This design comes from an exercise in tuning for small area on the open sky130 flow, not from production work.
In this exercise RTL edits were held to simulation tests only and were not proved equivalent to the original.
No activity file was given, so power comes from the tool's default toggle rates.

## motor_channel
module motor_channel
(
	input  wire                             fpga_clk_50,
	input  wire                             hps_fpga_reset_n,
	input  wire [1:0]                       enc,       
	input  wire                             cmd_req,
	input  wire [60:0]                      cmd,       
	output logic                            cmd_ack,
	output logic signed [32-1:0]   count,
	output logic signed [16-1:0]   speed,
	output logic [8-1:0]           duty,
	output logic                            fwd,
	output logic                            rev,
	output logic                            pwm
);
	motor_pkg::quad_t      enc_in;
	motor_pkg::ctrl_cmd_t  cmd_in;
	motor_pkg::quad_t      enc_clean;
	logic                  inc, dec;
	logic [11:0]           tick;
	logic signed [9:0]     speed_s;
	logic                  armed;
	logic [7:0]            sp_rpm;
	logic [1:0]            sp_dir;
	logic [17-1:0] kp, ki, kd;
	logic                  gv;
	assign enc_in = enc;
	assign cmd_in = cmd;
	assign speed = {{(16-10){speed_s[9]}}, speed_s};
	quad_debounce u_quad_debounce (
		.fpga_clk_50 (fpga_clk_50), .hps_fpga_reset_n (hps_fpga_reset_n),
		.enc (enc_in), .enc_clean (enc_clean)
  ...
Size: ~760 cells after synthesis, about 270 flip-flops, ~11000 um2 of cells after synthesis.
==> flow/config.mk <==
export PLATFORM = sky130hd
export DESIGN_NAME = motor_channel
export DESIGN_NICKNAME = motor_channel
export VERILOG_FILES = /design/flow/design.v
export SDC_FILE = /design/flow/constraint.sdc
export NUM_CORES = 4
export LEC_CHECK = 0
export CAP_MARGIN = 20
export CORE_MARGIN = 2
export CORE_UTILIZATION = 65
export PLACE_DENSITY = 0.8
export SLEW_MARGIN = 20
==> flow/constraint.sdc <==
create_clock -name core_clock -period 20.0 [get_ports {fpga_clk_50}]
set_input_delay 4.0000 -clock core_clock [delete_from_list [all_inputs] [get_ports {fpga_clk_50}]]
set_output_delay 4.0000 -clock core_clock [all_outputs]
set_load 0.01 [all_outputs]
standard.sh (not shown) runs the stock make flow with config.mk's settings and CLKGATE_MAP_FILE= SYNTH_SCRIPT=/design/flow/synth_recipe.tcl, a recipe that flattens the netlist after the stock synthesis.
==> flow/flow/run.sh <==
#!/bin/bash
# standard layout, with the port buffers made of the smallest buffer cell
export BUFFER_PORTS_ARGS="-buffer_cell sky130_fd_sc_hd__buf_1"
export CTS_ARGS="-sink_clustering_enable -repair_clock_nets -dont_use_dummy_load -buf_list sky130_fd_sc_hd__clkbuf_4 -sink_clustering_buffer sky130_fd_sc_hd__clkbuf_16 -sink_clustering_size 30 -sink_clustering_max_diameter 80"
bash standard.sh > standard.log 2>&1
Next try:
Settings changed: CORE_UTILIZATION 65 to 55, PLACE_DENSITY 0.8 to 0.7.
Outcome:
- The changed run ran to the end with no violations
- area after synthesis is unchanged
- core utilization went down by 12 points
- critical path depth does not change
- count of clock-buffer cells in the layout increases by 1
- first-iteration DRC count fell by 17%
- power increases by 0.86%
- wire length goes down by 7.8%
- register-to-register slack gets better by 0.11 ns
- final area rose by 0.76%
- combinational power fell by about 2%
- setup slack improves by 0.11 ns


Another version of the RTL of motor_channel (not shown whole).
Size in the first run: ~910 cells after synthesis, roughly 130 I/O pins, roughly 11000 um^2 of cells after synthesis.
Settings: LEC_CHECK=0, CAP_MARGIN=20, CORE_MARGIN=2, CORE_UTILIZATION=40, CTS_BUF_LIST=sky130_fd_sc_hd__clkbuf_16, CTS_CLUSTER_DIAMETER=80, CTS_CLUSTER_SIZE=30, SLEW_MARGIN=20; clock period 20.0 ns.
Scripts as last shown in full above: flow/flow/run.sh
The first run completed without violations.
Edit:
==> flow/flow/run.sh (replaced) <==
#!/bin/bash
# standard layout, with the port buffers made of the smallest buffer cell
cp standard.sh standard_copy.txt
export BUFFER_PORTS_ARGS="-buffer_cell sky130_fd_sc_hd__buf_1"
bash standard.sh > standard.log 2>&1
Effect: Die area does not change. Wire length is higher by about 0.37%. Register-to-register slack barely changes. Clock skew drops by 0.037 ns. Combinational power hardly moves. Cell count increases by about 0.65%.
Edit:
==> flow/flow/run.sh (replaced) <==
#!/bin/bash
# standard layout, with the port buffers made of the smallest buffer cell
export BUFFER_PORTS_ARGS="-buffer_cell sky130_fd_sc_hd__buf_1"
export CTS_ARGS="-sink_clustering_enable -repair_clock_nets -buf_list {sky130_fd_sc_hd__clkbuf_4 sky130_fd_sc_hd__clkbuf_8 sky130_fd_sc_hd__clkbuf_16} -sink_clustering_size 30 -sink_clustering_max_diameter 80 -dont_use_dummy_load"
bash standard.sh > standard.log 2>&1
Sequential cell count is unchanged.
Wire length is about the same.
Worst setup slack is better by 0.0055 ns.
Cell count fell by 0.71%.
Sequential share of layout area rose by 0.59 points.
Non-clock buffer count stays the same.
Sequential power stays flat.
Edit:
==> flow/flow/run.sh (replaced) <==
#!/bin/bash
# standard layout, with the port buffers made of the smallest buffer cell
export BUFFER_PORTS_ARGS="-buffer_cell sky130_fd_sc_hd__buf_1"
export CTS_ARGS="-sink_clustering_enable -repair_clock_nets -dont_use_dummy_load -buf_list sky130_fd_sc_hd__clkbuf_4 -sink_clustering_buffer sky130_fd_sc_hd__clkbuf_16 -sink_clustering_size 35 -sink_clustering_max_diameter 90"
bash standard.sh > standard.log 2>&1
Clock skew increases by 0.017 ns.
Wire length barely changes.
Global-route usage is about the same.
Power falls by 3.8%.
Final area is lower by 0.59%.
Via count barely changes.
First-iteration DRC count rose by 6.2%.
Edit:
==> flow/flow/run.sh (replaced) <==
#!/bin/bash
# standard layout, with the port buffers made of the smallest buffer cell
export BUFFER_PORTS_ARGS="-buffer_cell sky130_fd_sc_hd__buf_1"

bash standard.sh > standard.log 2>&1
CAP_MARGIN = 0   (was 20)
SLEW_MARGIN = 0   (was 20)
Outcome: Sequential cell count is unchanged. Synthesized area is unchanged. Core utilization went up by 0.75 points. Wire length stays flat. Clock power went up by a quarter to a third. Die area does not change. Via count stays flat. Final area grows slightly. Final cell count grows slightly. Power came out higher by roughly a tenth.
Edit:
==> flow/flow/run.sh (replaced) <==
#!/bin/bash
# standard layout, with the port buffers made of the smallest buffer cell
export BUFFER_PORTS_ARGS="-buffer_cell sky130_fd_sc_hd__buf_1"
export CTS_ARGS="-sink_clustering_enable -repair_clock_nets -buf_list sky130_fd_sc_hd__clkbuf_16 -sink_clustering_size 30 -sink_clustering_max_diameter 80 -dont_use_dummy_load"
bash standard.sh > standard.log 2>&1
CAP_MARGIN = 20   (was 0)
SLEW_MARGIN = 20   (was 0)
Result:
- global-route usage barely changes
- routed wire length hardly moves
- hold slack gets worse by 0.0080 ns
- flip-flop and latch count does not change
- clock power came out lower by 14%
- setup slack gets better by 0.0055 ns
- via count came out lower by 0.36%
- sequential power is about the same
- maximum frequency is about the same
- register-to-register slack hardly moves

## what the ideal ports hide
In the flow no input, the clock included, has a driving cell. The finished layouts below were timed again as built, in two steps. Step 1 sets driving cells, clkbuf_16 on the clock port and buf_2 on the other inputs (assumed; they add their load-dependent delay and slew). Step 2, shift: input delay + t, output delay - t, t = (earliest + latest rising clock arrival at the registers) / 2. This alone moves slack from input paths to output paths. Slacks: ideal ports / drivers / drivers and shift; pairs: ideal ports / drivers.
| run | t (ns) | slack for setup (ns) | hold WS [ns] |
|---|---|---|---|
| the first run of note 1 | 0.656 | 6.307 / 6.307 / 6.307 | 0.354 / 0.354 / 0.354 |
| the second run of note 1 | 0.670 | 6.415 / 6.415 / 6.415 | 0.340 / 0.340 / 0.340 |
| the first run of note 2 | 0.679 | 6.200 / 6.200 / 6.200 | 0.342 / 0.342 / 0.342 |
| the second run of note 2 | 0.532 | 6.191 / 6.191 / 6.191 | 0.349 / 0.349 / 0.349 |
| the third run of note 2 | 0.519 | 6.197 / 6.197 / 6.197 | 0.341 / 0.341 / 0.341 |
| the fourth run of note 2 | 0.677 | 6.223 / 6.223 / 6.223 | 0.344 / 0.344 / 0.344 |
| the fifth run of note 2 | 0.532 | 6.191 / 6.191 / 6.191 | 0.349 / 0.349 / 0.349 |
| the sixth run of note 2 | 0.519 | 6.197 / 6.197 / 6.197 | 0.341 / 0.341 / 0.341 |
After both steps setup and hold are still met in every run listed.
